What follows belongs to an exercise in optimizing a design on an open flow for small area and a short achievable clock period; a production flow would make more cautious choices.
RTL that was checked went through simulation tests only; none was proved equivalent to the original.
The RTL of runs 1 and 2 was laid out without a check of its function.
In every run shown here, the design's own scripts or RTL, not TritonCTS, make the clock network.
The clock port is modelled as an ideal driver, which makes a skipped or thinned clock tree look cheaper than it is; a real chip needs a root buffer or a tree.
Power is estimated from default activity; no workload was simulated.

File: config.mk
export PLATFORM = sky130hd
export DESIGN_NAME = log2
export DESIGN_NICKNAME = log2
export VERILOG_FILES = /design/flow/design.v
export SDC_FILE = /design/flow/constraint.sdc
export NUM_CORES = 4
export LEC_CHECK = 0
export CAP_MARGIN = 20
export CORE_AREA = 2 2 62 62
export DIE_AREA = 0 0 64 64
export PLACE_DENSITY = 0.6
export SETUP_SLACK_MARGIN = 4.7
export SLEW_MARGIN = 20
File: constraint.sdc
create_clock -name core_clock -period 7.0 [get_ports {clk}]
set_input_delay 1.4000 -clock core_clock [delete_from_list [all_inputs] [get_ports {clk}]]
set_output_delay 1.4000 -clock core_clock [all_outputs]
set_load 0.01 [all_outputs]
File: design.v
module log2 #(
  parameter int FRAC_W = 5,
  parameter int MANT_W = 16
) (
  input  logic              clk,
  input  logic              rst_n,
  input  logic [7:0]        x,
  input  logic              validx,
  output logic [FRAC_W+2:0] y,
  output logic              validy
);
  logic [9:0] nrm;
  logic a20, a21, a22, a24, a25, a26, a27, a28, a29, a31;
  logic a32, a33, a34, a35, a36, a37, a38, a40, a41, a42;
  logic a43, a44, a46, a47, a48, a49, a51, a52, a53, a54;
  logic a55, a56, a57, a58, a59, a60, a61, a63, a64, a66;
  logic a67, a68, a69, a70, a72, a73;
  assign nrm[0] = x[0] & x[7];
  assign a20 = x[1] & x[7];
  assign a21 = x[6] & ~x[7];
  assign a22 = x[0] & a21;
  assign nrm[1] = a20 | a22;
  assign a24 = ~x[6] & ~x[7];
  assign a25 = x[5] & a24;
  assign a26 = x[0] & a25;
  assign a27 = x[2] & x[7];
  assign a28 = x[1] & a21;
  assign a29 = ~a27 & ~a28;
  assign nrm[2] = a26 | ~a29;
  assign a31 = ~x[5] & a24;
  assign a32 = x[0] & x[4];
  assign a33 = a31 & a32;
  assign a34 = x[1] & a25;
  assign a35 = x[2] & a21;
  assign a36 = x[3] & x[7];
  assign a37 = ~a35 & ~a36;
  assign a38 = ~a34 & a37;
  assign nrm[3] = a33 | ~a38;
  assign a40 = x[1] & a31;
  assign a41 = ~x[7] & ~a40;
  assign a42 = x[4] & ~a41;
  assign a43 = x[2] & a25;
  assign a44 = ~x[4] & ~x[5];
  assign nrm[9] = ~a24 | ~a44;
  assign a46 = x[0] & ~nrm[9];
  assign a47 = ~a21 & ~a46;
  assign a48 = x[3] & ~a47;
  assign a49 = ~a43 & ~a48;
  assign nrm[4] = a42 | ~a49;
  assign a51 = x[3] & ~x[6];
  assign a52 = ~x[7] & ~a51;
  assign a53 = ~x[4] & a40;
  assign a54 = ~x[5] & ~a53;
  assign a55 = ~a52 & ~a54;
  assign a56 = x[4] & ~x[7];
  assign a57 = ~x[3] & a46;
  assign a58 = ~a56 & ~a57;
  assign a59 = x[2] & a31;
  assign a60 = ~x[6] & ~a59;
  assign a61 = ~a58 & ~a60;
  assign nrm[5] = a55 | a61;
  assign a63 = a52 & a54;
  assign a64 = a58 & a60;
  assign nrm[6] = ~a63 & ~a64;
  assign a66 = x[1] & ~x[2];
  assign a67 = ~x[3] & ~a66;
  assign a68 = ~x[4] & ~a67;
  assign a69 = ~x[5] & ~a68;
  assign a70 = ~x[6] & ~a69;
  assign nrm[7] = x[7] | a70;
  assign a72 = ~x[2] & ~x[3];
  assign a73 = a44 & ~a72;
  assign nrm[8] = ~a24 | a73;
  localparam logic [6:0] MINV = 7'b0000000;
  logic [2:0] e_q;
  logic [6:0] m_q;
  logic       v_q;
  always_ff @(posedge clk) begin
    e_q <= nrm[9:7];
    m_q <= nrm[6:0] ^ MINV;
    v_q <= rst_n & validx;
  end
  logic [4:0] f;
  logic [6:0] m;
  assign m = m_q ^ MINV;
  logic b13, b14, b15, b16, b17, b18, b19, b20, b21, b22;
  logic b23, b24, b25, b26, b27, b28, b29, b30, b31, b32;
  logic b33, b34, b35, b36, b37, b38, b39, b40, b41, b42;
  logic b43, b44, b45, b46, b47, b48, b49, b50, b51, b52;
  logic b53, b54, b55, b56, b57, b58, b59, b60, b61, b62;
  logic b63, b64, b65, b66, b68, b69, b70, b71, b72, b73;
  logic b75, b76, b77, b78, b80, b81;
  assign b13 = m[1] & m[2];
  assign b14 = ~m[3] & m[5];
  assign b15 = b13 & b14;
  assign b16 = m[0] & ~m[3];
  assign b17 = ~m[2] & ~b16;
  assign b18 = m[5] & ~b17;
  assign b19 = ~m[0] & m[3];
  assign b20 = ~m[2] & ~m[5];
  assign b21 = m[1] & ~b20;
  assign b22 = ~b19 & b21;
  assign b23 = ~b18 & ~b22;
  assign b24 = ~b15 & ~b23;
  assign b25 = ~m[4] & b24;
  assign b26 = ~m[2] & m[3];
  assign b27 = m[4] & b26;
  assign b28 = ~m[3] & ~b13;
  assign b29 = m[5] & ~b28;
  assign b30 = m[4] & b29;
  assign b31 = ~b27 & ~b30;
  assign b32 = ~b24 & ~b31;
  assign b33 = ~m[0] & m[4];
  assign b34 = m[1] & ~b33;
  assign b35 = b20 & ~b34;
  assign b36 = m[6] & ~b35;
  assign b37 = ~b32 & b36;
  assign b38 = ~b25 & b37;
  assign b39 = m[3] & ~m[5];
  assign b40 = ~b14 & ~b39;
  assign b41 = m[4] & ~m[5];
  assign b42 = ~m[1] & ~b41;
  assign b43 = m[2] & ~m[6];
  assign b44 = ~b42 & b43;
  assign b45 = b40 & b44;
  assign b46 = ~b27 & ~b39;
  assign b47 = m[0] & ~b46;
  assign b48 = ~m[1] & m[2];
  assign b49 = ~m[0] & ~m[3];
  assign b50 = ~m[4] & b49;
  assign b51 = m[1] & ~m[2];
  assign b52 = ~b50 & b51;
  assign b53 = ~b48 & ~b52;
  assign b54 = ~b47 & b53;
  assign b55 = b48 & ~b49;
  assign b56 = b41 & ~b55;
  assign b57 = ~b54 & b56;
  assign b58 = ~m[6] & ~b57;
  assign b59 = ~b25 & ~b58;
  assign b60 = m[2] & m[3];
  assign b61 = ~m[6] & b60;
  assign b62 = ~b40 & ~b61;
  assign b63 = ~b29 & b62;
  assign b64 = ~b59 & ~b63;
  assign b65 = b59 & b63;
  assign b66 = ~b64 & ~b65;
  assign f[1] = b45 | b66;
  assign b68 = ~b28 & ~f[1];
  assign b69 = ~m[5] & b42;
  assign b70 = b68 & b69;
  assign b71 = ~b41 & b54;
  assign b72 = b58 & ~b71;
  assign b73 = ~b70 & b72;
  assign f[0] = b38 | b73;
  assign b75 = ~b61 & ~b68;
  assign b76 = m[4] & ~b75;
  assign b77 = ~m[4] & ~b60;
  assign b78 = ~b68 & b77;
  assign f[2] = ~b76 & ~b78;
  assign b80 = m[5] & ~b76;
  assign b81 = b41 & ~b75;
  assign f[3] = b80 | b81;
  assign f[4] = m[6] | b30;
  always_ff @(posedge clk) begin
    y      <= {e_q, f};
    validy <= rst_n & v_q;
  end
endmodule
File: flow/run.sh
#!/bin/bash
# Layout flow: the standard ORFS flow (standard.sh) with two changes:
#  - synthesis is the standard flow's own script, except that its final ABC mapping call
#    uses flow/abc_map.script (area-oriented mapping of the AND/inverter
#    network in the RTL) in place of ORFS's speed script;
#    Yosys's own quick ABC pass inside synth is skipped (SYNTH_ARGS -noabc)
#    so that this mapping starts from the RTL's network, and the
#    half/full-adder extraction is left out (ADDER_MAP_FILE empty);
#  - the port buffers that global placement inserts are buf_1 cells;
#  - after CTS, flow/clock_one_buffer.tcl replaces the clock tree with one
#    clock buffer driving all the registers (there are only 20).
# Each step's full output goes to a log file in this folder, and ORFS's own
# per-step logs stay under orfs/logs/.
set -euo pipefail
W=$PWD
F=$W/flow

# Synthesis script: synth_recipe.tcl with the abc call redirected.
{
  head -n 1 synth_recipe.tcl
  cat <<TCL
proc abc {args} {
  set i [lsearch -exact \$args -script]
  if {[file exists {$F/abc_stage1.script}]} {
    # The logic feeding the first-stage registers (the cone of wire nrm)
    # is mapped first, with its own script.
    set a1 \$args
    lset a1 [expr {\$i + 1}] {$F/abc_stage1.script}
    yosys abc {*}\$a1 w:nrm %ci*
  }
  lset args [expr {\$i + 1}] {$F/abc_map.script}
  yosys abc {*}\$args
}
TCL
  tail -n +2 synth_recipe.tcl
} > own_synth.tcl

VARS=(
  "SYNTH_SCRIPT=$W/own_synth.tcl"
  "BUFFER_PORTS_ARGS=-buffer_cell sky130_fd_sc_hd__buf_1"
  "ADDER_MAP_FILE="
  "SYNTH_ARGS=-noabc"
  "POST_CTS_TCL=$F/clock_one_buffer.tcl"
  "CLOCK_ONE_BUFFER_CELL=sky130_fd_sc_hd__clkbuf_8"
)
bash standard.sh "${VARS[@]}" synth > synth.log 2>&1
bash standard.sh "${VARS[@]}" finish > layout.log 2>&1
File: flow/abc_map.script
strash
amap
topo
File: flow/clock_one_buffer.tcl
# POST_CTS_TCL hook: the design has only a few registers, so CTS's two-level
# tree (a root buffer, leaf buffers and dummy loads) is replaced by a single
# clock buffer that drives every register's clock pin; every register still
# gets its clock through a buffer, the same one for all.
set block [ord::get_db_block]
set port_net [[$block findBTerm clk] getNet]
set sinks {}
set tree {}
set tree_nets {}
set todo [list $port_net]
# Walk the clock network from the port: registers are sinks, everything else
# on it (buffers, inverters, dummy loads) belongs to the tree.
while {[llength $todo]} {
  set net [lindex $todo 0]
  set todo [lrange $todo 1 end]
  foreach it [$net getITerms] {
    if {![$it isInputSignal]} continue
    set inst [$it getInst]
    if {[[$inst getMaster] isSequential]} {
      lappend sinks $it
    } elseif {[lsearch $tree $inst] < 0} {
      lappend tree $inst
      foreach ot [$inst getITerms] {
        if {[$ot isOutputSignal] && [$ot getNet] ne "NULL"} {
          lappend todo [$ot getNet]
          lappend tree_nets [$ot getNet]
        }
      }
    }
  }
}
puts "clock_one_buffer: [llength $sinks] clock sinks, removing [llength $tree] tree cells"
set xs 0; set ys 0
foreach it $sinks {
  lassign [[$it getInst] getLocation] x y
  set xs [expr {$xs + $x}]; set ys [expr {$ys + $y}]
  $it disconnect
}
foreach inst $tree { odb::dbInst_destroy $inst }
foreach net [lsort -unique $tree_nets] { odb::dbNet_destroy $net }
set master [[ord::get_db] findMaster $::env(CLOCK_ONE_BUFFER_CELL)]
set buf [odb::dbInst_create $block $master clkbuf_0_clk]
set net [odb::dbNet_create $block clknet_0_clk]
$net setSigType CLOCK
[$buf findITerm A] connect $port_net
[$buf findITerm X] connect $net
foreach it $sinks { $it connect $net }
set n [llength $sinks]
$buf setLocation [expr {int($xs / $n)}] [expr {int($ys / $n)}]
$buf setPlacementStatus PLACED
detailed_placement
check_placement -verbose
estimate_parasitics -placement
report_clock_skew

# Optionally give the input ports' buffers a stronger cell of the same
# function (the paths from the inputs are the design's longest).
if {[info exists ::env(INPUT_BUF_CELL)] && $::env(INPUT_BUF_CELL) ne ""} {
  set bm [[ord::get_db] findMaster $::env(INPUT_BUF_CELL)]
  foreach bt [$block getBTerms] {
    if {[$bt getIoType] ne "INPUT" || [$bt getName] eq "clk"} continue
    foreach it [[$bt getNet] getITerms] {
      set inst [$it getInst]
      if {[string match "sky130_fd_sc_hd__buf_*" [[$inst getMaster] getName]]} { $inst swapMaster $bm }
    }
  }
  detailed_placement
  estimate_parasitics -placement
}
File: standard.sh
#!/bin/bash
# synth_recipe.tcl (not shown) runs the flow's synth.tcl, then flattens the netlist and writes it again
# the make line also repeats each setting of config.mk as NAME=value (left out here)
make -C /OpenROAD-flow-scripts/flow DESIGN_CONFIG=/design/flow/config.mk WORK_HOME=/design/flow/orfs CLKGATE_MAP_FILE= SYNTH_SCRIPT=/design/flow/synth_recipe.tcl "${@:-finish}"
==> results.toml, run 1 <==
[sta]
slew_headroom = 0.783
period_needed_ns = 2.30
fin_ws_ns = 4.70
max_clock_freq_ghz = 0.435
final_hold_viol_count = 0
slew_viol_final = 0
fin_skew_ns = 0.000738
setup_tns_ns = 0
rsz0062_at_grt = "true"
setup_viol = 0
post-route-period-util = 0.329
fin_hold_ws_ns = 0.340
tightest_slew_ns = 0.322

[synthesis]
mappedNetlistArea_sq_um = 853
ys_types = 21
avgSynthCellArea_sq_um = 7.83
syn_nets = 120
synth_warnings = 1
syn_inst = 109
synth-seq-cells = 20
ys_seq_area_frac = 0.469

[global_routing]
grt_start_max_net_pins = 21
antenna_found_initial = 0
grt_pass1_vias = 724
grt_first_pass_wirelength_mm = 3.05
grt_overflow_total = 0
grtUsageTotal = 0.0880

[critical_path]
start_kind = "flop"
critPathArrivalTime_ns = 2.36
slowest_stage = "dfxtp_4"
cp_slowest_stage_delay_ns = 0.38
crit_type = "flop to flop"
path_cells = "or2_4, nor2_4, nor3_2, a211o_1, a31oi_1, nor2_1, o21ai_1, o41ai_2, nor2_1, buf_4, a31oi_1, o21bai_1"
critPathRequiredTime_ns = 7.06
cp_max_fo = 4
crit_path_end_kind = "flop"
crit_family = "compound AO/OA/AOI/OAI gates"
crit_buf_inv = 1

[layout]
design_area_sq_mm = 0.00110
final_common_cell = "nor2_1"
utilization = 0.326
synthToLayoutAreaGrowth_pct = 29.3
nets = 149
n_antenna_cell = 0
instances_no_fill = 182
drive_above_1_share = 0.184
final_cell_mix = "nor2_1, buf_1, dfxtp_1"

[placement]
gp_congestion = 0.901
place_worst_setup_slack_ns = 4.50
dp_cells = 174
io_buffers = 19
place_area_sq_um = 982
dp_hpwl_mm = 1.40

[floorplanning]
die-area_sq_mm = 0.00410
rows = 21
die_x_microns = 64
die_y_microns = 64
core_sq_mm = 0.00339
pin_count = 20
initial_core_util = 0.252

[run]
cap_violations = 0

[routing]
route.detailed.drc = 0
via_per_inst = 4.82
ant_nets = 0
drt_first_pass_iters = 4
wl_per_cell_microns = 11.1
vias = 877
routed_wl_mm = 2.02
dr.first_iter.drc_count = 62

[power_and_ir_drop]
p_sw_uw = 68.5
netSwitchingFraction = 0.292
ir_drop_mv = 0.0766
p_seq_frac = 0.571
pwr-share-comb = 0.265
p_clk_frac = 0.165
p_per_area_mw_per_mm2 = 213
power_uw = 235
p_leak_nw = 0.401
internal-power_uw = 166

[run_status]
outcome = "timing/DRC/antenna clean"

[cts]
insertion_delay_ns = 0.16
numClockSinks = 20
path_clk_slew_ns = 0.10

[hold_path]
worst_hold_path_type = "flop to flop"
state kept, by name, summed over array words and instances, names as in the netlist:
register / cells
e_q: 3
m_q: 7
y: 8
validy: 1
v_q: 1
path summary, 6_finish.rpt:
path | slack [ns] | cells after the start | endpoint | from
setup reg to reg | 4.70 | 12 | y[0] | m_q[3]
setup / recovery | 4.70 | 12 | y[0] | m_q[3]
hold / removal | 0.34 | 0 | y[5] | e_q[0]
hold reg to reg | 0.34 | 0 | y[5] | e_q[0]
routing by layer:
metal / up-vias / share of wire / GRT usage
met5: - / 0 / 0
met4: 0 / 0.036 / 0.0326
met3: 8 / 0.041 / 0.0106
met2: 32 / 0.48 / 0.143
met1: 402 / 0.44 / 0.119
li1: 435 / - / -
cell usage after synthesis:
| cell type | n | area, sq um |
|---|---|---|
| o221ai_1 | 4 | 35.0 |
| nand4_1 | 1 | 6.26 |
| nor2b_1 | 2 | 12.5 |
| o22ai_1 | 1 | 6.26 |
| o21ai_0 | 7 | 35.0 |
| o32ai_1 | 1 | 8.76 |
| or2_0 | 2 | 12.5 |
| a22oi_1 | 2 | 15.0 |
| o41ai_1 | 1 | 8.76 |
| o21a_1 | 2 | 15.0 |
| a211o_1 | 1 | 8.76 |
| nand2_1 | 7 | 26.3 |
| o21bai_1 | 1 | 7.51 |
| dfxtp_1 | 20 | 400 |
| clkinv_1 | 16 | 60.1 |
| nor2_1 | 20 | 75.1 |
| a31oi_1 | 3 | 18.8 |
| a31o_1 | 3 | 26.3 |
| nor3_1 | 5 | 25.0 |
| nand3_1 | 4 | 20.0 |
| a21oi_1 | 6 | 30.0 |
area by class of cell:
type	instances	area, sq um
fillers	371	2290
inverters	16	66.3
repair buffers	26	125
well taps	46	57.6
flip-flops and latches	20	410
multi-input cells	73	430
plain buffers	1	13.8
logic make-up after synthesis:
logic type	synth area share
AO/OA/AOI/OAI	0.252
AND/OR/NAND/NOR	0.208
flip-flops	0.469
buffers and inverters	0.0704
power groups by stage:
stage | Clock (mW) | Sequential, mW | Combinational, mW
2_1_floorplan | 0 | 0.137 | 0.0299
3_3_place_gp | 0 | 0.134 | 0.0480
3_5_place_dp | 0 | 0.135 | 0.0475
5_1_grt | 0.0439 | 0.135 | 0.0693
6_report | 0.0386 | 0.134 | 0.0621
==> run 2, diff against run 1 <==
--- a/design.v
+++ b/design.v
@@ -13,11 +13,11 @@
   logic a20, a21, a22, a24, a25, a26, a27, a28, a29, a31;
-  logic a32, a33, a34, a35, a36, a37, a38, a40, a41, a42;
-  logic a43, a44, a46, a47, a48, a49, a51, a52, a53, a54;
-  logic a55, a56, a57, a58, a59, a60, a61, a63, a64, a66;
-  logic a67, a68, a69, a70, a72, a73;
+  logic a32, a33, a34, a35, a36, a37, a38, a40, a42, a43;
+  logic a44, a45, a46, a47, a48, a49, a50, a52, a53, a54;
+  logic a55, a56, a57, a58, a59, a60, a61, a62, a63, a64;
+  logic a66, a67, a69, a70, a71, a72, a74, a75;
   assign nrm[0] = x[0] & x[7];
-  assign a20 = x[1] & x[7];
-  assign a21 = x[6] & ~x[7];
-  assign a22 = x[0] & a21;
-  assign nrm[1] = a20 | a22;
+  assign a20 = x[6] & ~x[7];
+  assign a21 = x[0] & a20;
+  assign a22 = x[1] & x[7];
+  assign nrm[1] = a21 | a22;
   assign a24 = ~x[6] & ~x[7];
@@ -25,11 +25,11 @@
   assign a26 = x[0] & a25;
-  assign a27 = x[2] & x[7];
-  assign a28 = x[1] & a21;
+  assign a27 = x[1] & a20;
+  assign a28 = x[2] & x[7];
   assign a29 = ~a27 & ~a28;
   assign nrm[2] = a26 | ~a29;
-  assign a31 = ~x[5] & a24;
+  assign a31 = x[1] & a25;
   assign a32 = x[0] & x[4];
-  assign a33 = a31 & a32;
-  assign a34 = x[1] & a25;
-  assign a35 = x[2] & a21;
+  assign a33 = ~x[5] & a32;
+  assign a34 = a24 & a33;
+  assign a35 = x[2] & a20;
   assign a36 = x[3] & x[7];
@@ -37,38 +37,40 @@
   assign a38 = ~a34 & a37;
-  assign nrm[3] = a33 | ~a38;
-  assign a40 = x[1] & a31;
-  assign a41 = ~x[7] & ~a40;
-  assign a42 = x[4] & ~a41;
-  assign a43 = x[2] & a25;
-  assign a44 = ~x[4] & ~x[5];
-  assign nrm[9] = ~a24 | ~a44;
-  assign a46 = x[0] & ~nrm[9];
-  assign a47 = ~a21 & ~a46;
-  assign a48 = x[3] & ~a47;
-  assign a49 = ~a43 & ~a48;
-  assign nrm[4] = a42 | ~a49;
-  assign a51 = x[3] & ~x[6];
-  assign a52 = ~x[7] & ~a51;
-  assign a53 = ~x[4] & a40;
-  assign a54 = ~x[5] & ~a53;
-  assign a55 = ~a52 & ~a54;
-  assign a56 = x[4] & ~x[7];
-  assign a57 = ~x[3] & a46;
-  assign a58 = ~a56 & ~a57;
-  assign a59 = x[2] & a31;
-  assign a60 = ~x[6] & ~a59;
-  assign a61 = ~a58 & ~a60;
-  assign nrm[5] = a55 | a61;
-  assign a63 = a52 & a54;
-  assign a64 = a58 & a60;
-  assign nrm[6] = ~a63 & ~a64;
-  assign a66 = x[1] & ~x[2];
-  assign a67 = ~x[3] & ~a66;
-  assign a68 = ~x[4] & ~a67;
-  assign a69 = ~x[5] & ~a68;
-  assign a70 = ~x[6] & ~a69;
-  assign nrm[7] = x[7] | a70;
-  assign a72 = ~x[2] & ~x[3];
-  assign a73 = a44 & ~a72;
-  assign nrm[8] = ~a24 | a73;
+  assign nrm[3] = a31 | ~a38;
+  assign a40 = ~x[4] & ~x[5];
+  assign nrm[9] = ~a24 | ~a40;
+  assign a42 = x[0] & ~nrm[9];
+  assign a43 = ~a20 & ~a42;
+  assign a44 = x[3] & ~a43;
+  assign a45 = x[1] & ~x[5];
+  assign a46 = ~x[6] & a45;
+  assign a47 = ~x[7] & ~a46;
+  assign a48 = x[4] & ~a47;
+  assign a49 = x[2] & a25;
+  assign a50 = ~a48 & ~a49;
+  assign nrm[4] = a44 | ~a50;
+  assign a52 = x[1] & ~nrm[9];
+  assign a53 = ~x[5] & ~a52;
+  assign a54 = x[3] & ~x[6];
+  assign a55 = ~x[7] & ~a54;
+  assign a56 = ~a53 & ~a55;
+  assign a57 = x[0] & ~x[3];
+  assign a58 = ~nrm[9] & a57;
+  assign a59 = x[4] & ~x[7];
+  assign a60 = ~a58 & ~a59;
+  assign a61 = ~x[5] & ~x[7];
+  assign a62 = x[2] & a61;
+  assign a63 = ~x[6] & ~a62;
+  assign a64 = ~a60 & ~a63;
+  assign nrm[5] = a56 | a64;
+  assign a66 = a53 & a55;
+  assign a67 = a60 & a63;
+  assign nrm[6] = ~a66 & ~a67;
+  assign a69 = x[1] & ~x[2];
+  assign a70 = ~x[3] & ~a69;
+  assign a71 = ~x[4] & ~a70;
+  assign a72 = a61 & ~a71;
+  assign nrm[7] = ~a20 & ~a72;
+  assign a74 = ~x[2] & ~x[3];
+  assign a75 = a40 & ~a74;
+  assign nrm[8] = ~a24 | a75;
   localparam logic [6:0] MINV = 7'b0000000;
==> run 2 against run 1 <==
Total power decreased by 4.6%. Synthesized area decreased by 0.88%. Synthesized cell count decreased by 1.8%. Via count decreased by 4.8%. Largest cell class is now registers. Highest routed layer unchanged.
==> results.toml, run 2 <==
[sta]
final_hold_viol_count = 0
slew_headroom = 0.739
fin_ws_ns = 4.81
slew_viol_final = 0
setup_tns_ns = 0
rsz0062_at_grt = "true"
period_needed_ns = 2.19
fin_skew_ns = 0.00112
tightest_slew_ns = 0.387
setup_viol = 0
max_clock_freq_ghz = 0.456
post-route-period-util = 0.313

[power_and_ir_drop]
p_per_area_mw_per_mm2 = 221
ir_drop_mv = 0.0759
p_leak_nw = 0.358

[floorplanning]
core_sq_mm = 0.00339
die_y_microns = 64
die-area_sq_mm = 0.00410
initial_core_util = 0.250
pin_count = 20
rows = 21
die_x_microns = 64

[synthesis]
synth_warnings = 1
yosysTopAreaCell = "dfxtp_1"
synth_edf_count = 0
avgSynthCellArea_sq_um = 7.90
ys.flop_type = "dfxtp_1"
syn_nets = 118
synth_top_area_share = 0.473
ys_seq_area_frac = 0.473
mappedNetlistArea_sq_um = 846
synth-seq-cells = 20
syn_inst = 107
ys_types = 22
netlist_top_cells_area = "dfxtp_1, nor2_1, clkinv_1, o21ai_0, a31oi_1"
synthTopCellsByCount = "dfxtp_1, nor2_1, clkinv_1"
async_flop_share = 0

[routing]
via_per_inst = 4.83
drt_first_pass_iters = 5
wl_per_cell_microns = 10.5
ant_nets = 0
routed_wl_mm = 1.82
vias = 835
route.detailed.drc = 0
dr.first_iter.drc_count = 46

[global_routing]
antenna_found_initial = 0
grt_overflow_total = 0
grt_pass1_vias = 748
grt_start_max_net_pins = 21
grt_first_pass_wirelength_mm = 3.18
grtUsageTotal = 0.0926

[layout]
largestRegisters = "y: 8 flops, m_q: 7 flops, e_q: 3 flops"
regMostFlops = "y"
synthToLayoutAreaGrowth_pct = 19.8
nets = 140
largest_reg_flops = 8
drive_above_1_share = 0.0945
final_common_cell = "nor2_1"
n_fill_cell = 373
final_cell_mix = "nor2_1, dfxtp_1, buf_1"
n_antenna_cell = 0

[placement]
gp_congestion = 0.936
place_worst_setup_slack_ns = 4.49
dp_hpwl_mm = 1.40
io_buffers = 19

[cts]
path_clk_slew_ns = 0.11
numClockSinks = 20
insertion_delay_ns = 0.17

[critical_path]
crit_type = "input pin to flop"
crit_path_end_kind = "flop"
cp_max_fo = 6
start_kind = "input pin"
critPathArrivalTime_ns = 2.28
critPathRequiredTime_ns = 7.09

[run_status]
outcome = "timing/DRC/antenna clean"

[run]
cap_violations = 0

[hold_path]
worst_hold_path_type = "flop to flop"
==> run 2: changes by cell type after synthesis, sizes merged, moves of 2 or more <==
cell | before | now
o221ai | 4 | 2
nand2 | 7 | 4
a21oi | 6 | 4
a222oi | 0 | 2
a31oi | 3 | 5
o31ai | 0 | 2
a31o | 3 | 1
==> run 2: path summary, 6_finish.rpt <==
check / end / cells past startpoint / start / slack (ns)
hold / removal: y[5] / 0 / e_q[0] / 0.34
setup / recovery: m_q[6] / 6 / x[7] / 4.81
hold reg to reg: y[5] / 0 / e_q[0] / 0.34
setup reg to reg: y[3] / 12 / m_q[3] / 4.89
==> run 2: cell families (layout without fill, tap and decap cells) <==
kind of cell | after synthesis | after routing | share of synthesized area
buffers and inverters | 17 | 37 | 0.0754
AO/OA/AOI/OAI | 32 | 32 | 0.256
AND/OR/NAND/NOR | 38 | 38 | 0.195
flip-flops | 20 | 20 | 0.473
==> run 2: critical path: stages <==
cell and delay (ns):
clkbuf_2 0.13, nor2_2 0.20, nand3_2 0.14, nor3_1 0.15, a21oi_1 0.08, a22oi_1 0.18
==> run 2: power by group <==
group / switching (mW) / internal, mW / total [mW]
sequential: 0.00703 / 0.126 / 0.133
clock: 0.0271 / 0.0134 / 0.0405
combinational: 0.0314 / 0.0191 / 0.0505
==> run 2: cell type report <==
class	count	area [sq um]	share of cell area
tap	46	57.6	0.0568
sequential	20	403	0.398
inverter	17	63.8	0.0630
timing repair buffer	19	75.1	0.0741
buffer	1	13.8	0.0136
multi-input combinational	70	400	0.395
==> run 2: per-layer routing <==
layer  GRT usage  up-vias  share of wire  wire [microns]
li1            -      418              -               -
met5           0        -              0               0
met3      0.0106        4          0.067             122
met2       0.150       41           0.46             843
met1       0.130      372           0.46             830
met4      0.0245        0          0.012              21
==> run 2: stage by stage <==
stage | instances | power, mW | cell area (sq um) | utilization | hold WS, ns
3_5_place_dp | 172 | 0.183 | 975 | 0.288 | 0.318
5_1_grt | 173 | 0.238 | 1010 | 0.299 | 0.347
3_3_place_gp | 172 | 0.182 | 975 | 0.288 | 0.310
6_report | 173 | 0.224 | 1010 | 0.299 | 0.343
2_1_floorplan | 107 | 0.167 | 846 | - | 0.310
==> run 3, diff against run 2 <==
==> design.v (replaced) <==
module log2 #(
  parameter int FRAC_W = 5,
  parameter int MANT_W = 16
) (
  input  logic              clk,
  input  logic              rst_n,
  input  logic [7:0]        x,
  input  logic              validx,
  output logic [FRAC_W+2:0] y,
  output logic              validy
);
  logic [9:0] nrm;
  logic a20, a21, a22, a24, a25, a26, a27, a28, a29, a31;
  logic a32, a33, a34, a35, a36, a37, a38, a39, a41, a42;
  logic a43, a44, a45, a46, a47, a49, a50, a51, a52, a54;
  logic a55, a56, a57, a58, a59, a60, a61, a62, a63, a64;
  logic a66, a67, a68, a69, a70, a71, a73, a74, a75, a77;
  logic a78;
  assign nrm[0] = x[0] & x[7];
  assign a20 = x[6] & ~x[7];
  assign a21 = x[0] & a20;
  assign a22 = x[1] & x[7];
  assign nrm[1] = a21 | a22;
  assign a24 = ~x[6] & ~x[7];
  assign a25 = x[5] & a24;
  assign a26 = x[0] & a25;
  assign a27 = x[1] & a20;
  assign a28 = x[2] & x[7];
  assign a29 = ~a27 & ~a28;
  assign nrm[2] = a26 | ~a29;
  assign a31 = x[1] & a25;
  assign a32 = ~x[5] & ~x[7];
  assign a33 = x[0] & ~x[6];
  assign a34 = x[4] & a33;
  assign a35 = a32 & a34;
  assign a36 = x[2] & a20;
  assign a37 = x[3] & x[7];
  assign a38 = ~a36 & ~a37;
  assign a39 = ~a35 & a38;
  assign nrm[3] = a31 | ~a39;
  assign a41 = x[1] & ~x[5];
  assign a42 = ~x[7] & ~a41;
  assign a43 = x[4] & ~a20;
  assign a44 = ~a42 & a43;
  assign a45 = x[3] & a20;
  assign a46 = ~a44 & ~a45;
  assign a47 = ~x[4] & ~x[5];
  assign nrm[9] = ~a24 | ~a47;
  assign a49 = x[0] & x[3];
  assign a50 = ~nrm[9] & a49;
  assign a51 = x[2] & a25;
  assign a52 = ~a50 & ~a51;
  assign nrm[4] = ~a46 | ~a52;
  assign a54 = x[2] & a32;
  assign a55 = ~a20 & ~a54;
  assign a56 = ~x[3] & a33;
  assign a57 = ~x[4] & ~a56;
  assign a58 = ~a55 & ~a57;
  assign a59 = x[1] & ~x[4];
  assign a60 = a24 & a59;
  assign a61 = ~x[5] & ~a60;
  assign a62 = x[3] & ~x[6];
  assign a63 = ~x[7] & ~a62;
  assign a64 = ~a61 & ~a63;
  assign nrm[5] = a58 | a64;
  assign a66 = a32 & a56;
  assign a67 = x[4] & ~x[7];
  assign a68 = ~x[6] & ~a67;
  assign a69 = ~a54 & a68;
  assign a70 = ~a66 & a69;
  assign a71 = a61 & a63;
  assign nrm[6] = ~a70 & ~a71;
  assign a73 = a32 & ~a59;
  assign a74 = a55 & ~a73;
  assign a75 = x[3] & ~nrm[9];
  assign nrm[7] = a74 | a75;
  assign a77 = ~x[2] & ~x[3];
  assign a78 = a47 & ~a77;
  assign nrm[8] = ~a24 | a78;
  localparam logic [6:0] MINV = 7'b0000000;
  logic [2:0] e_q;
  logic [6:0] m_q;
  logic       v_q;
  always_ff @(posedge clk) begin
    e_q <= nrm[9:7];
    m_q <= nrm[6:0] ^ MINV;
    v_q <= rst_n & validx;
  end
  logic [4:0] f;
  logic [6:0] m;
  assign m = m_q ^ MINV;
  logic b13, b14, b15, b16, b17, b18, b19, b20, b21, b22;
  logic b23, b24, b25, b26, b27, b28, b29, b30, b31, b32;
  logic b33, b34, b35, b36, b37, b38, b39, b40, b41, b42;
  logic b43, b44, b45, b46, b47, b48, b49, b50, b51, b52;
  logic b53, b54, b55, b56, b57, b58, b59, b60, b61, b62;
  logic b63, b64, b65, b68, b69, b71, b72;
  assign b13 = m[4] & m[6];
  assign b14 = ~m[1] & ~m[2];
  assign b15 = m[5] & m[6];
  assign b16 = ~m[5] & ~m[6];
  assign b17 = ~b15 & ~b16;
  assign b18 = ~m[4] & ~m[6];
  assign b19 = ~b13 & ~b18;
  assign b20 = ~b17 & ~b19;
  assign b21 = ~b14 & ~b20;
  assign b22 = ~m[1] & ~m[4];
  assign b23 = m[0] & ~b22;
  assign b24 = ~b21 & ~b23;
  assign b25 = m[3] & ~b15;
  assign b26 = ~m[2] & ~m[5];
  assign b27 = ~m[4] & m[6];
  assign b28 = b26 & ~b27;
  assign b29 = b25 & ~b28;
  assign b30 = ~b24 & b29;
  assign b31 = ~m[3] & ~b21;
  assign b32 = m[1] & m[2];
  assign b33 = ~m[3] & ~b32;
  assign b34 = ~b17 & b33;
  assign b35 = m[0] & ~m[6];
  assign b36 = m[2] & b35;
  assign b37 = b34 & ~b36;
  assign b38 = ~b31 & ~b37;
  assign b39 = ~b30 & b38;
  assign b40 = b13 & b39;
  assign b41 = b14 & ~b35;
  assign b42 = m[3] & ~b41;
  assign b43 = b17 & ~b33;
  assign b44 = ~b42 & ~b43;
  assign b45 = b18 & b44;
  assign b46 = ~b40 & ~b45;
  assign b47 = ~m[0] & ~m[2];
  assign b48 = ~b14 & ~b47;
  assign b49 = ~b46 & ~b48;
  assign b50 = ~b13 & ~b47;
  assign b51 = ~b25 & ~b50;
  assign b52 = ~b44 & ~b51;
  assign b53 = b18 & b26;
  assign b54 = b52 & ~b53;
  assign b55 = ~b21 & b34;
  assign b56 = ~b54 & ~b55;
  assign b57 = m[0] & b19;
  assign b58 = b15 & b57;
  assign b59 = ~b32 & ~b58;
  assign b60 = ~m[5] & ~b57;
  assign b61 = ~b59 & ~b60;
  assign b62 = ~b56 & ~b61;
  assign b63 = ~b39 & ~b62;
  assign b64 = b39 & ~b56;
  assign b65 = ~b63 & ~b64;
  assign f[0] = ~b49 & b65;
  assign f[1] = ~b62 & ~b64;
  assign b68 = m[4] & b52;
  assign b69 = ~m[4] & ~b54;
  assign f[2] = ~b68 & ~b69;
  assign b71 = m[5] & b68;
  assign b72 = ~m[5] & ~b68;
  assign f[3] = ~b71 & ~b72;
  assign f[4] = m[6] | b71;
  always_ff @(posedge clk) begin
    y      <= {e_q, f};
    validy <= rst_n & v_q;
  end
endmodule
--- a/flow/run.sh
+++ b/flow/run.sh
@@ -1,8 +1,10 @@
 #!/bin/bash
-# Layout flow: the standard ORFS flow (standard.sh) with two changes:
-#  - synthesis is the standard flow's own script, except that its final ABC mapping call
-#    uses flow/abc_map.script (area-oriented mapping of the AND/inverter
-#    network in the RTL) in place of ORFS's speed script;
+# Layout flow: the standard ORFS flow (standard.sh), with these changes:
+#  - synthesis is the standard flow's own script (synth_recipe.tcl), except for its final
+#    ABC mapping call: the logic feeding the first-stage registers (the input
+#    cone of wire nrm, on the paths from the inputs) is mapped first with
+#    flow/abc_stage1.script (delay-driven mapping and sizing), then the rest
+#    with flow/abc_map.script (area mapping, sized to a looser delay target);
 #    Yosys's own quick ABC pass inside synth is skipped (SYNTH_ARGS -noabc)
-#    so that this mapping starts from the RTL's network, and the
+#    so that this mapping starts from the RTL's AND/inverter network, and the
 #    half/full-adder extraction is left out (ADDER_MAP_FILE empty);
@@ -10,5 +12,6 @@
 #  - after CTS, flow/clock_one_buffer.tcl replaces the clock tree with one
-#    clock buffer driving all the registers (there are only 20).
-# Each step's full output goes to a log file in this folder, and ORFS's own
-# per-step logs stay under orfs/logs/.
+#    clock buffer driving all the registers (there are only 20), and gives
+#    the input ports' buffers the cell INPUT_BUF_CELL when that is set.
+# Each step's full output goes to a log file in this folder (synth.log,
+# layout.log), and ORFS's own per-step logs stay under orfs/logs/.
 set -euo pipefail
@@ -44,2 +47,3 @@
   "CLOCK_ONE_BUFFER_CELL=sky130_fd_sc_hd__clkbuf_8"
+  "INPUT_BUF_CELL=sky130_fd_sc_hd__buf_2"
 )
==> flow/abc_map.script (replaced) <==
strash
map -D 1000
topo
buffer -p
upsize -D 1400
dnsize -D 1400
==> flow/abc_stage1.script (new file) <==
strash
map -D 400
topo
buffer -p
upsize -D 400
dnsize -D 400
--- a/flow/clock_one_buffer.tcl
+++ b/flow/clock_one_buffer.tcl
@@ -69 +69,15 @@
 }
+
+# Optionally the same for the output ports' buffers.
+if {[info exists ::env(OUTPUT_BUF_CELL)] && $::env(OUTPUT_BUF_CELL) ne ""} {
+  set bm [[ord::get_db] findMaster $::env(OUTPUT_BUF_CELL)]
+  foreach bt [$block getBTerms] {
+    if {[$bt getIoType] ne "OUTPUT"} continue
+    foreach it [[$bt getNet] getITerms] {
+      set inst [$it getInst]
+      if {[$it isOutputSignal] && [string match "sky130_fd_sc_hd__buf_*" [[$inst getMaster] getName]]} { $inst swapMaster $bm }
+    }
+  }
+  detailed_placement
+  estimate_parasitics -placement
+}
==> run 3 against run 2 <==
Largest power group unchanged. Die area stayed put. First-iteration DRC count is 54% higher. Fmax is 7.2% higher. Still clean on timing, DRC and antenna. Highest routed layer unchanged. Critical endpoint is now y[7]. Clock skew hardly changed.
==> results.toml, run 3 <==
[critical_path]
crit_path_end_kind = "output port"
critPathArrivalTime_ns = 0.65
cp_slowest_stage_delay_ns = 0.33
start_kind = "flop"
crit_family = "flip-flops"
path_cells = "buf_1"
cp_max_fo = 1
crit_type = "flop to output port"
slowest_stage = "dfxtp_1"
crit_buf_inv = 1
critPathRequiredTime_ns = 5.60

[synthesis]
netlist_top_cells_area = "dfxtp_1, nand2_1, inv_1, a21oi_1, o21ai_0"
synth-seq-cells = 20
ys_seq_area_frac = 0.471
synthTopCellsByCount = "dfxtp_1, nand2_1, inv_1"
syn_nets = 119
mappedNetlistArea_sq_um = 851
avgSynthCellArea_sq_um = 7.88
syn_inst = 108
async_flop_share = 0
yosysTopAreaCell = "dfxtp_1"
ys_types = 26
synth_edf_count = 0
ys.flop_type = "dfxtp_1"
synth_top_area_share = 0.471
synth_warnings = 1

[layout]
nets = 140
final_cell_mix = "nand2_1, dfxtp_1, inv_1"
instances_no_fill = 173
largestRegisters = "y: 8 flops, m_q: 7 flops, e_q: 3 flops"
regMostFlops = "y"
synthToLayoutAreaGrowth_pct = 17.6
utilization = 0.295
n_antenna_cell = 0
largest_reg_flops = 8
drive_above_1_share = 0.102

[floorplanning]
pin_count = 20
die_y_microns = 64
core_sq_mm = 0.00339
die-area_sq_mm = 0.00410
rows = 21
initial_core_util = 0.251
die_x_microns = 64

[sta]
slew_headroom = 0.730
rsz0062_at_grt = "false"
setup_tns_ns = 0
period_needed_ns = 2.05
final_hold_viol_count = 0
max_clock_freq_ghz = 0.489
slew_viol_final = 0
fin_ws_ns = 4.95
post-route-period-util = 0.292
setup_viol = 0
fin_skew_ns = 0.000645
tightest_slew_ns = 0.400

[cts]
insertion_delay_ns = 0.17
path_clk_slew_ns = 0.11
numClockSinks = 20

[power_and_ir_drop]
p_leak_nw = 0.424
ir_drop_mv = 0.0903
p_per_area_mw_per_mm2 = 229
power_uw = 229

[routing]
vias = 816
dr.first_iter.drc_count = 71
route.detailed.drc = 0
wl_per_cell_microns = 10.5
ant_nets = 0
via_per_inst = 4.72
routed_wl_mm = 1.82
drt_first_pass_iters = 4

[run]
cap_violations = 0

[placement]
gp_congestion = 0.897
place_worst_setup_slack_ns = 4.72
dp_cells = 172
dp_hpwl_mm = 1.46
io_buffers = 19

[hold_path]
worst_hold_path_type = "flop to flop"

[global_routing]
grt_first_pass_wirelength_mm = 3.02
grt_start_max_net_pins = 21
grt_pass1_vias = 701
grtUsageTotal = 0.0896
antenna_found_initial = 0
grt_overflow_total = 0

[run_status]
outcome = "timing/DRC/antenna clean"
-- run 3: cell count changes after synthesis, moves of 2 or more --
cell       before  now
nor2b_1         2    0
a31oi_1         5    3
nand2_1         4   20
clkinv_1       17    0
inv_1           0   13
nor3_1          6    0
a222oi_1        2    0
nor2_1         20    7
nand4_1         0    4
or2_0           2    0
o2111ai_1       0    2
a21oi_1         4    8
-- run 3: cell families after synthesis --
logic type      count (synthesis)  synth area share
simple gates                   39             0.200
compound gates                 33             0.246
flops                          20             0.471
buf+inv                        14            0.0632
xor+xnor                        2            0.0206
-- run 3: through the flow --
step	hold WS [ns]	area, sq um
floorplan	0.310	851
global placement	0.310	975
detailed placement	0.312	975
global route	0.344	1000
finish	0.339	1000
-- run 3: per-layer routing --
layer,wire (microns),track usage
met4,17,0.0272
met3,127,0.0194
met1,874,0.115
met2,802,0.150
met5,0,0
-- run 3: path summary, 6_finish.rpt --
check	start	endpoint	slack, ns	cells past startpoint
setup / recovery	y[7]	y[7]	4.95	1
setup reg to reg	m_q[5]	y[0]	5.12	7
hold / removal	e_q[0]	y[5]	0.34	0
hold reg to reg	e_q[0]	y[5]	0.34	0
-- run 3: area by class of cell --
cell class                 instances  area (sq um)
inverter                          13          48.8
tap                               46          57.6
buffer                             1          13.8
multi-input combinational         74           397
timing repair buffer              19          83.8
sequential                        20           400
fill                             376          2390
-- run 3: report_power, final --
group	total (mW)	leakage (nW)	switching, mW	internal [mW]
Sequential	0.135	0.167	0.00800	0.127
Combinational	0.0528	0.249	0.0326	0.0202
Clock	0.0411	0.00719	0.0277	0.0134
==> run 4, diff against run 3 <==
==> flow/abc_map.script (replaced) <==
strash
map -D 1200
topo
buffer -p
upsize -D 1600
dnsize -D 1600
==> run 4 against run 3 <==
Register-to-register slack barely moved. Clock power fell by 3%. Fmax rose by 0.13%. First-iteration DRC count fell by 7.0%. Worst setup slack improved by 0.0027 ns. Global-route usage rose by 0.83 points. Via count fell by 0.25%. Utilization barely moved. Final area fell by 0.12%. Total power fell by 0.68%. Highest routed layer unchanged. Critical path type unchanged. Largest cell class unchanged.
==> results.toml, run 4 <==
[layout]
synthToLayoutAreaGrowth_pct = 17.8
nets = 139
n_fill_cell = 359
seqCellArea_sq_um = 400
final_common_cell = "dfxtp_1"
largestRegisters = "y: 8 flops, m_q: 7 flops, e_q: 3 flops"
multiInputGateArea_sq_um = 395
n_antenna_cell = 0
drive_above_1_share = 0.103
largest_reg_flops = 8
regMostFlops = "y"
final_cell_mix = "dfxtp_1, nand2_1, inv_1"
instances_no_fill = 172

[sta]
fin_skew_ns = 0.000825
setup_viol = 0
setup_tns_ns = 0
period_needed_ns = 2.04
slew_headroom = 0.694
slew_viol_final = 0
rsz0062_at_grt = "false"
tightest_slew_ns = 0.454
fin_hold_ws_ns = 0.340
final_hold_viol_count = 0
max_clock_freq_ghz = 0.489
post-route-period-util = 0.292

[routing]
drt_first_pass_iters = 4
routed_wl_mm = 1.85
route.detailed.drc = 0
vias = 814
via_per_inst = 4.73
dr.first_iter.drc_count = 66
ant_nets = 0
wl_per_cell_microns = 10.8

[floorplanning]
die-area_sq_mm = 0.00410
core_sq_mm = 0.00339
rows = 21
die_x_microns = 64
pin_count = 20
die_y_microns = 64
initial_core_util = 0.250

[synthesis]
mappedNetlistArea_sq_um = 848
ys_types = 26
syn_inst = 107
synth.most_common_cell = "dfxtp_1"
synth_warnings = 1
ys.flop_type = "dfxtp_1"
synth_edf_count = 0
synthTopCellsByCount = "dfxtp_1, nand2_1, inv_1"
synth_top_area_share = 0.472
netlist_top_cells_area = "dfxtp_1, nand2_1, inv_1, a21oi_1, o21ai_0"
synth-seq-cells = 20
yosysTopAreaCell = "dfxtp_1"
async_flop_share = 0
avgSynthCellArea_sq_um = 7.93
syn_nets = 118
ys_seq_area_frac = 0.472

[power_and_ir_drop]
netSwitchingFraction = 0.292
p_seq_frac = 0.593
ir_drop_mv = 0.0772
power_uw = 228
p_clk_frac = 0.174
p_leak_nw = 0.419
p_sw_uw = 66.5
internal-power_uw = 161
pwr-share-comb = 0.233
p_per_area_mw_per_mm2 = 228

[global_routing]
grt_start_max_net_pins = 21
grt_first_pass_wirelength_mm = 3.31
grt_pass1_vias = 755
grt_overflow_total = 0
antenna_found_initial = 0
grtUsageTotal = 0.0979

[cts]
numClockSinks = 20
path_clk_slew_ns = 0.11
insertion_delay_ns = 0.16

[critical_path]
start_kind = "flop"
crit_buf_inv = 1
crit_path_end_kind = "output port"
cp_max_fo = 1
slowest_stage = "dfxtp_1"
critPathArrivalTime_ns = 0.64
critPathRequiredTime_ns = 5.60
path_cells = "buf_1"
crit_family = "flip-flops"
crit_type = "flop to output port"
cp_slowest_stage_delay_ns = 0.34

[hold_path]
worst_hold_path_type = "flop to flop"

[placement]
io_buffers = 19
dp_cells = 171
gp_congestion = 0.831
dp_hpwl_mm = 1.46

[run_status]
outcome = "timing/DRC/antenna clean"

[run]
cap_violations = 0
[run 4: cell types whose count changed in the layout (fill, tap and decap cells not counted), sizes merged]
| cell | previous run | this run |
|---|---|---|
| a311o | 0 | 1 |
| a211o | 1 | 0 |
| nand2 | 20 | 19 |
| a31oi | 3 | 2 |
| a211oi | 1 | 2 |
[run 4: cells by family (layout without fill, tap and decap cells)]
| logic type | Yosys count | in the layout | share of synthesized area |
|---|---|---|---|
| AOI/OAI and AO/OA | 33 | 33 | 0.249 |
| and+or+nand+nor | 38 | 38 | 0.196 |
| xor gates and xnor gates | 2 | 2 | 0.0207 |
| buffers and inverters | 14 | 33 | 0.0619 |
| DFF | 20 | 20 | 0.472 |
[run 4: path summary, 6_finish.rpt]
kind	start	end	slack [ns]	cells past startpoint
hold / removal	e_q[1]	y[6]	0.34	0
hold reg to reg	e_q[1]	y[6]	0.34	0
setup reg to reg	m_q[5]	y[0]	5.12	7
setup / recovery	y[5]	y[5]	4.96	1
[run 4: layout make-up]
cell class | instances | area share
flip-flops and latches | 20 | 0.401
multi-input cells | 73 | 0.395
repair buffers | 19 | 0.0839
well taps | 46 | 0.0576
inverters | 13 | 0.0488
plain buffers | 1 | 0.0138
[run 4: metal layers]
layer | up-vias | global-route usage | part of all wire
li1 | 416 | - | -
met1 | 368 | 0.126 | 0.46
met2 | 28 | 0.172 | 0.48
met3 | 2 | 0.0123 | 0.048
met4 | 0 | 0.0245 | 0.013
met5 | - | 0 | 0
[run 4: power groups by stage]
| stage | sequential (mW) | clock, mW | combinational (mW) |
|---|---|---|---|
| 2_1_floorplan | 0.140 | 0 | 0.0320 |
| 6_report | 0.135 | 0.0397 | 0.0530 |
| 3_5_place_dp | 0.138 | 0 | 0.0513 |
| 3_3_place_gp | 0.137 | 0 | 0.0509 |
| 5_1_grt | 0.136 | 0.0448 | 0.0601 |
[run 4: per-stage QoR]
| stage | setup slack (ns) | utilization | instance area, sq um |
|---|---|---|---|
| 2_1_floorplan | 5.07 | - | 848 |
| 3_3_place_gp | 4.74 | 0.287 | 973 |
| 3_5_place_dp | 4.76 | 0.287 | 973 |
| 5_1_grt | 4.84 | 0.295 | 1000 |
| 6_report | 4.96 | 0.295 | 1000 |
==> run 5, diff against run 4 <==
==> flow/abc_map.script (replaced) <==
strash
amap
topo
buffer -p
upsize -D 1600
dnsize -D 1600
==> run 5 against run 4 <==
Clock power down 3%. Synthesized cell count grew 1.9%. Sequential power barely moved. Wire length fell by 0.22%. Still clean on timing, DRC and antenna. Critical endpoint is now y[6]. Die area stayed put. Worst setup slack improved by 0.0091 ns. Clock skew about the same. Sequential cell count unchanged. Cell count is 1.7% higher.
==> results.toml, run 5 <==
[critical_path]
crit_buf_inv = 1
crit_path_end_kind = "output port"
cp_slowest_stage_delay_ns = 0.33
cp_max_fo = 1
start_kind = "flop"
timing.rr.end = "y[0]"
timing.rr.start = "m_q[6]"
r2r_slack_ns = 5.09
critPathRequiredTime_ns = 5.60
ff2ff_path_depth = 9
critPathArrivalTime_ns = 0.63
slowest_stage = "dfxtp_1"
crit_family = "flip-flops"
path_cells = "buf_1"
crit_type = "flop to output port"

[routing]
via_per_inst = 4.85
vias = 849
wl_per_cell_microns = 10.6
routed_wl_mm = 1.85
ant_nets = 0
dr.first_iter.drc_count = 35
route.detailed.drc = 0
drt_first_pass_iters = 4

[layout]
synthToLayoutAreaGrowth_pct = 18.3
regMostFlops = "y"
largestRegisters = "y: 8 flops, m_q: 7 flops, e_q: 3 flops"
final_common_cell = "dfxtp_1"
drive_above_1_share = 0.0930
final_cell_mix = "dfxtp_1, nor2_1, inv_1"
n_fill_cell = 362
largest_reg_flops = 8
nets = 142
n_antenna_cell = 0
instances_no_fill = 175

[power_and_ir_drop]
internal-power_uw = 161
p_clk_frac = 0.169
p_per_area_mw_per_mm2 = 227
p_leak_nw = 0.414
ir_drop_mv = 0.0708
netSwitchingFraction = 0.293
pwr-share-comb = 0.246
p_sw_uw = 66.8
p_seq_frac = 0.585

[sta]
setup_tns_ns = 0
final_hold_viol_count = 0
max_clock_freq_ghz = 0.492
tightest_slew_ns = 0.277
slew_headroom = 0.815
period_needed_ns = 2.03
post-route-period-util = 0.291
rsz0062_at_grt = "false"
setup_viol = 0
slew_viol_final = 0
fin_skew_ns = 0.000552

[synthesis]
yosysTopAreaCell = "dfxtp_1"
mappedNetlistArea_sq_um = 847
netlist_top_cells_area = "dfxtp_1, nor2_1, inv_1, nand2_1, a21oi_1"
syn_inst = 109
ys_types = 23
ys.flop_type = "dfxtp_1"
synth_edf_count = 0
synth.most_common_cell = "dfxtp_1"
synthTopCellsByCount = "dfxtp_1, nor2_1, inv_1"
syn_nets = 120
synth-seq-cells = 20
ys_seq_area_frac = 0.473
async_flop_share = 0
synth_top_area_share = 0.473
synth_warnings = 1
avgSynthCellArea_sq_um = 7.77

[global_routing]
grt_first_pass_wirelength_mm = 2.95
grt_pass1_vias = 736
grtUsageTotal = 0.0868
grt_overflow_total = 0
grt_start_max_net_pins = 21
antenna_found_initial = 0

[cts]
insertion_delay_ns = 0.16
path_clk_slew_ns = 0.10
numClockSinks = 20

[placement]
io_buffers = 19
gp_congestion = 1.02
dp_hpwl_mm = 1.43
dp_cells = 174

[run_status]
outcome = "timing/DRC/antenna clean"

[hold_path]
min_to = "y[6]"
hold_path_depth = 0
hp-start = "e_q[1]"
worst_hold_path_type = "flop to flop"

[floorplanning]
pin_count = 20
die-area_sq_mm = 0.00410
die_x_microns = 64
rows = 21
core_sq_mm = 0.00339
initial_core_util = 0.250
die_y_microns = 64

[run]
cap_violations = 0
==> run 5: changes by cell type in the layout (fill, tap and decap cells not counted), moves of 3 or more <==
cell	previous run	this run
nand2_1	19	11
nor2_1	7	19
nor2b_1	0	3
nor3_1	0	3
o21ai_0	8	3
o22ai_1	3	6
==> run 5: kinds of logic after synthesis <==
kind of cell,after synthesis,share of synthesized area
buffers and inverters,14,0.0620
flip-flops,20,0.473
AND/OR/NAND/NOR,44,0.226
AO/OA/AOI/OAI,31,0.239
==> run 5: area by class of cell <==
| class | count | area, sq um | area share |
|---|---|---|---|
| sequential | 20 | 400 | 0.400 |
| multi-input combinational | 75 | 394 | 0.393 |
| timing repair buffer | 19 | 83.8 | 0.0836 |
| tap | 46 | 57.6 | 0.0574 |
| inverter | 14 | 52.6 | 0.0524 |
| buffer | 1 | 13.8 | 0.0137 |
==> run 5: metal layers <==
layer,up-vias,track usage,part of all wire
met1,372,0.106,0.43
met5,-,0,0
met2,52,0.154,0.48
met3,2,0.0194,0.086
met4,0,0.0190,0.0076
li1,423,-,-
==> run 5: worst reg2reg max path, stage by stage, from the launching register on <==
cell and delay [ns]:
dfxtp_1 0.36, inv_1 0.20, o22ai_1 0.17, o22ai_1 0.21
o21ai_0 0.15, a41oi_1 0.26, nor2_1 0.10, nor2_1 0.15
nor2_1 0.06, nor3_1 0.18
==> run 5: worst max path at each step <==
stage          startpoint     end  slack [ns]  depth (start not counted)
3_5_place_dp         x[7]  m_q[5]        4.76                          5
6_report             y[6]    y[6]        4.97                          1
3_3_place_gp         x[7]  m_q[5]        4.80                          5
2_1_floorplan        x[7]  m_q[4]        5.07                          4
5_1_grt            m_q[6]    y[0]        4.87                          9
==> run 5: power by group through the flow <==
stage | sequential, mW | clock (mW) | combinational [mW]
floorplan | 0.140 | 0 | 0.0325
global placement | 0.136 | 0 | 0.0529
detailed placement | 0.136 | 0 | 0.0542
global route | 0.135 | 0.0444 | 0.0620
finish | 0.133 | 0.0384 | 0.0561
==> run 5: per-stage QoR <==
| step | power (mW) | cell area (sq um) | utilization | hold slack (ns) | setup WS (ns) |
|---|---|---|---|---|---|
| finish | 0.228 | 1000 | 0.296 | 0.338 | 4.97 |
| floorplan | 0.172 | 847 | - | 0.310 | 5.07 |
| global route | 0.241 | 1000 | 0.296 | 0.345 | 4.87 |
| global placement | 0.189 | 976 | 0.288 | 0.313 | 4.80 |
| detailed placement | 0.190 | 976 | 0.288 | 0.314 | 4.76 |
==> run 6, diff against run 5 <==
==> flow/abc_map.script (replaced) <==
strash
amap
topo
==> run 6 against run 5 <==
Still clean on timing, DRC and antenna. Die area unchanged. Clock skew increased by 0.0021 ns. Total power decreased by 0.31%. Sequential cell count unchanged. Clock power increased by 2%. Critical endpoint is now y[7].
==> results.toml, run 6 <==
[synthesis]
avgSynthCellArea_sq_um = 7.77
synth_warnings = 1
syn_inst = 109
synth_edf_count = 0
netlist_top_cells_area = "dfxtp_1, nor2_1, nand2_1, a21oi_1, o22ai_1"
ys.flop_type = "dfxtp_1"
synthTopCellsByCount = "dfxtp_1, nor2_1, nand2_1"
yosysTopAreaCell = "dfxtp_1"
synth-seq-cells = 20
async_flop_share = 0
synth.most_common_cell = "dfxtp_1"
synth_top_area_share = 0.473
ys_types = 24
syn_nets = 120
ys_seq_area_frac = 0.473
mappedNetlistArea_sq_um = 847

[run]
cap_violations = 0

[global_routing]
grt_first_pass_wirelength_mm = 2.97
grt_start_max_net_pins = 21
grtUsageTotal = 0.0866
grt_pass1_vias = 711
grt_overflow_total = 0
antenna_found_initial = 0

[floorplanning]
initial_core_util = 0.250
die_y_microns = 64
die_x_microns = 64
core_sq_mm = 0.00339
die-area_sq_mm = 0.00410
pin_count = 20
rows = 21

[cts]
numClockSinks = 20
insertion_delay_ns = 0.16
path_clk_slew_ns = 0.11

[critical_path]
crit_type = "flop to output port"
critPathRequiredTime_ns = 5.60
crit_buf_inv = 1
cp_slowest_stage_delay_ns = 0.33
crit_path_end_kind = "output port"
slowest_stage = "dfxtp_1"
cp_max_fo = 1
start_kind = "flop"
crit_family = "flip-flops"
critPathArrivalTime_ns = 0.65
path_cells = "buf_1"

[sta]
fin_ws_ns = 4.95
final_hold_viol_count = 0
post-route-period-util = 0.293
period_needed_ns = 2.05
tightest_slew_ns = 0.263
fin_hold_ws_ns = 0.342
rsz0062_at_grt = "false"
setup_viol = 0
slew_viol_final = 0
setup_tns_ns = 0
slew_headroom = 0.822
max_clock_freq_ghz = 0.488
fin_skew_ns = 0.00261

[layout]
drive_above_1_share = 0.0930
regMostFlops = "y"
final_common_cell = "dfxtp_1"
largestRegisters = "y: 8 flops, m_q: 7 flops, e_q: 3 flops"
synthToLayoutAreaGrowth_pct = 18.3
design_area_sq_mm = 0.00100
final_cell_mix = "dfxtp_1, nor2_1, nand2_1"
nets = 142
largest_reg_flops = 8
n_antenna_cell = 0

[routing]
dr.first_iter.drc_count = 27
drt_first_pass_iters = 4
routed_wl_mm = 1.66
route.detailed.drc = 0
vias = 819
wl_per_cell_microns = 9.49
via_per_inst = 4.68
ant_nets = 0

[power_and_ir_drop]
p_per_area_mw_per_mm2 = 227
p_leak_nw = 0.392
ir_drop_mv = 0.0800
power_uw = 227

[placement]
place_worst_setup_slack_ns = 4.75
gp_congestion = 0.917
dp_hpwl_mm = 1.35
io_buffers = 19
place_area_sq_um = 976

[hold_path]
worst_hold_path_type = "flop to flop"

[run_status]
outcome = "timing/DRC/antenna clean"
run 6: changes by cell type in the layout (fill, tap and decap cells not counted):
| cell | before | now |
|---|---|---|
| inv_1 | 14 | 7 |
| clkinv_1 | 0 | 7 |
run 6: cell type report:
class / count / area [sq um]
tap: 46 / 57.6
sequential: 20 / 400
timing repair buffer: 19 / 83.8
multi-input combinational: 75 / 394
buffer: 1 / 13.8
fill: 363 / 2390
inverter: 14 / 52.6
run 6: through the flow:
stage / utilization / cells
after global placement: 0.288 / 174
final: 0.296 / 175
after detailed placement: 0.288 / 174
after global routing: 0.296 / 175
after floorplan: - / 109
run 6: final timing paths:
kind                             start   end  slack (ns)  cells after the start
worst max-delay path              y[7]  y[7]        4.95                      1
worst min-delay path            e_q[2]  y[7]        0.34                      0
worst max register to register  m_q[6]  y[0]        5.10                      8
worst min register to register  e_q[2]  y[7]        0.34                      0
run 6: cell families (layout without fill, tap and decap cells):
kind of cell | after synthesis | in the layout | share of synthesized area
AO/OA/AOI/OAI | 31 | 31 | 0.239
buffers and inverters | 14 | 34 | 0.0620
flip-flops | 20 | 20 | 0.473
AND/OR/NAND/NOR | 44 | 44 | 0.226
run 6: metal layers:
layer	global-route usage	up-vias	part of all wire
li1	-	422	-
met1	0.122	360	0.47
met2	0.138	35	0.44
met3	0.00704	2	0.069
met4	0.0299	0	0.013
met5	0	-	0
run 6: power by group:
group          internal, mW  leakage (nW)  switching, mW
logic                0.0207         0.218         0.0338
registers             0.127         0.167        0.00643
clock network        0.0133       0.00719         0.0257
==> run 7, diff against run 6 <==
==> flow/abc_map.script (replaced) <==
strash
amap
topo
buffer -p
upsize -D 1400
dnsize -D 1400
==> run 7 against run 6 <==
Combinational power rose by 3%. Worst setup slack gained 0.017 ns. Utilization unchanged. Clock skew decreased by 0.0021 ns.
==> results.toml, run 7 <==
[synthesis]
synth_warnings = 1
synth_top_area_share = 0.473
synth-seq-cells = 20
mappedNetlistArea_sq_um = 847
ys.flop_type = "dfxtp_1"
synth.most_common_cell = "dfxtp_1"
avgSynthCellArea_sq_um = 7.77
ys_types = 23
async_flop_share = 0
synthTopCellsByCount = "dfxtp_1, nor2_1, inv_1"
netlist_top_cells_area = "dfxtp_1, nor2_1, inv_1, nand2_1, a21oi_1"
syn_nets = 120
yosysTopAreaCell = "dfxtp_1"
synth_edf_count = 0
syn_inst = 109
ys_seq_area_frac = 0.473

[sta]
rsz0062_at_grt = "false"
tightest_slew_ns = 0.277
max_clock_freq_ghz = 0.492
post-route-period-util = 0.291
fin_skew_ns = 0.000552
period_needed_ns = 2.03
slew_viol_final = 0
slew_headroom = 0.815
setup_viol = 0
setup_tns_ns = 0
final_hold_viol_count = 0

[cts]
path_clk_slew_ns = 0.10
numClockSinks = 20
insertion_delay_ns = 0.16

[placement]
io_buffers = 19
dp_hpwl_mm = 1.43
gp_congestion = 1.02

[power_and_ir_drop]
p_leak_nw = 0.414
power_uw = 228
p_per_area_mw_per_mm2 = 227
ir_drop_mv = 0.0708

[critical_path]
crit_family = "flip-flops"
crit_buf_inv = 1
cp_slowest_stage_delay_ns = 0.33
crit_path_end_kind = "output port"
critPathArrivalTime_ns = 0.63
path_cells = "buf_1"
timing.rr.start = "m_q[6]"
cp_max_fo = 1
crit_start = "y[6]"
crit_type = "flop to output port"
critPathRequiredTime_ns = 5.60
start_kind = "flop"
slowest_stage = "dfxtp_1"

[floorplanning]
core_sq_mm = 0.00339
die_y_microns = 64
die-area_sq_mm = 0.00410
pin_count = 20
initial_core_util = 0.250
rows = 21
die_x_microns = 64

[global_routing]
antenna_found_initial = 0
grt_overflow_total = 0
grt_start_max_net_pins = 21
grtUsageTotal = 0.0868
grt_pass1_vias = 736
grt_first_pass_wirelength_mm = 2.95

[routing]
via_per_inst = 4.85
routed_wl_mm = 1.85
drt_first_pass_iters = 4
ant_nets = 0
wl_per_cell_microns = 10.6
vias = 849
route.detailed.drc = 0
dr.first_iter.drc_count = 35

[hold_path]
hp-start = "e_q[1]"
worst_hold_path_type = "flop to flop"

[layout]
final_common_cell = "dfxtp_1"
utilization = 0.296
drive_above_1_share = 0.0930
regMostFlops = "y"
synthToLayoutAreaGrowth_pct = 18.3
largest_reg_flops = 8
n_antenna_cell = 0
final_cell_mix = "dfxtp_1, nor2_1, inv_1"
nets = 142
n_fill_cell = 362
largestRegisters = "y: 8 flops, m_q: 7 flops, e_q: 3 flops"

[run]
cap_violations = 0

[run_status]
outcome = "timing/DRC/antenna clean"
[run 7: cell count changes after synthesis]
cell      delta
clkinv_1     -7
inv_1        +7
[run 7: path summary, 6_finish.rpt]
check / to / slack [ns] / cells after the start
setup / recovery: y[6] / 4.97 / 1
hold reg to reg: y[6] / 0.34 / 0
setup reg to reg: y[0] / 5.09 / 9
hold / removal: y[6] / 0.34 / 0
[run 7: final cells by class]
| cell class | instances | area, sq um | share of cell area |
|---|---|---|---|
| Tap cell | 46 | 57.6 | 0.0574 |
| Inverter | 14 | 52.6 | 0.0524 |
| Buffer | 1 | 13.8 | 0.0137 |
| Sequential cell | 20 | 400 | 0.400 |
| Timing Repair Buffer | 19 | 83.8 | 0.0836 |
| Multi-Input combinational cell | 75 | 394 | 0.393 |
[run 7: per-stage QoR]
stage / instance area (sq um) / hold slack [ns] / std cells / setup slack [ns]
after floorplan: 847 / 0.310 / 109 / 5.07
after global placement: 976 / 0.313 / 174 / 4.80
after detailed placement: 976 / 0.314 / 174 / 4.76
after global routing: 1000 / 0.345 / 175 / 4.87
final: 1000 / 0.338 / 175 / 4.97
[run 7: kinds of logic (layout without fill, tap and decap cells)]
group,Yosys count,count (layout),synth area share
flops,20,20,0.473
buf+inv,14,34,0.0620
simple gates,44,44,0.226
compound gates,31,31,0.239
[run 7: power by group]
part,internal (mW),leakage (nW),switching (mW)
logic,0.0207,0.240,0.0354
registers,0.127,0.167,0.00623
clock network,0.0133,0.00719,0.0251
[run 7: layer usage]
layer | global-route usage | up-vias | share of wire
met5 | 0 | - | 0
met1 | 0.106 | 372 | 0.43
met2 | 0.154 | 52 | 0.48
li1 | - | 423 | -
met4 | 0.0190 | 0 | 0.0076
met3 | 0.0194 | 2 | 0.086

-- what the ideal ports hide --
Ports are ideal in the flow. The routed layouts listed here were re-timed in OpenROAD.
Step 1 assumes that a clkbuf_16 drives the clock port and a buf_2 every other input.
Step 2 also shifts input and output timing later by t, the mid clock arrival at the registers, as if the neighbouring blocks saw the same clock.
a / b / c = no drivers / after step 1 / after step 2; a / b = the first two.
run | t (ns) | setup slack, ns | worst setup path after step 2 | worst data-port slew with drivers (ns)
run 1 | 0.181 | 4.700 / 4.700 / 4.631 | input to register | 0.03
run 2 | 0.189 | 4.807 / 4.808 / 4.619 | input to register | 0.03
run 3 | 0.192 | 4.954 / 4.929 / 4.803 | input to register | 0.03
run 4 | 0.185 | 4.957 / 4.933 / 4.778 | input to register | 0.03
run 5 | 0.182 | 4.966 / 4.943 / 4.801 | input to register | 0.03
run 6 | 0.182 | 4.949 / 4.929 / 4.801 | input to register | 0.03
run 7 | 0.182 | 4.966 / 4.943 / 4.801 | input to register | 0.03
After both steps setup and hold are still met in every run listed. For run 2, which loses most, drivers alone change the setup slack by +0.001 ns; drivers and shift together by -0.188 ns.
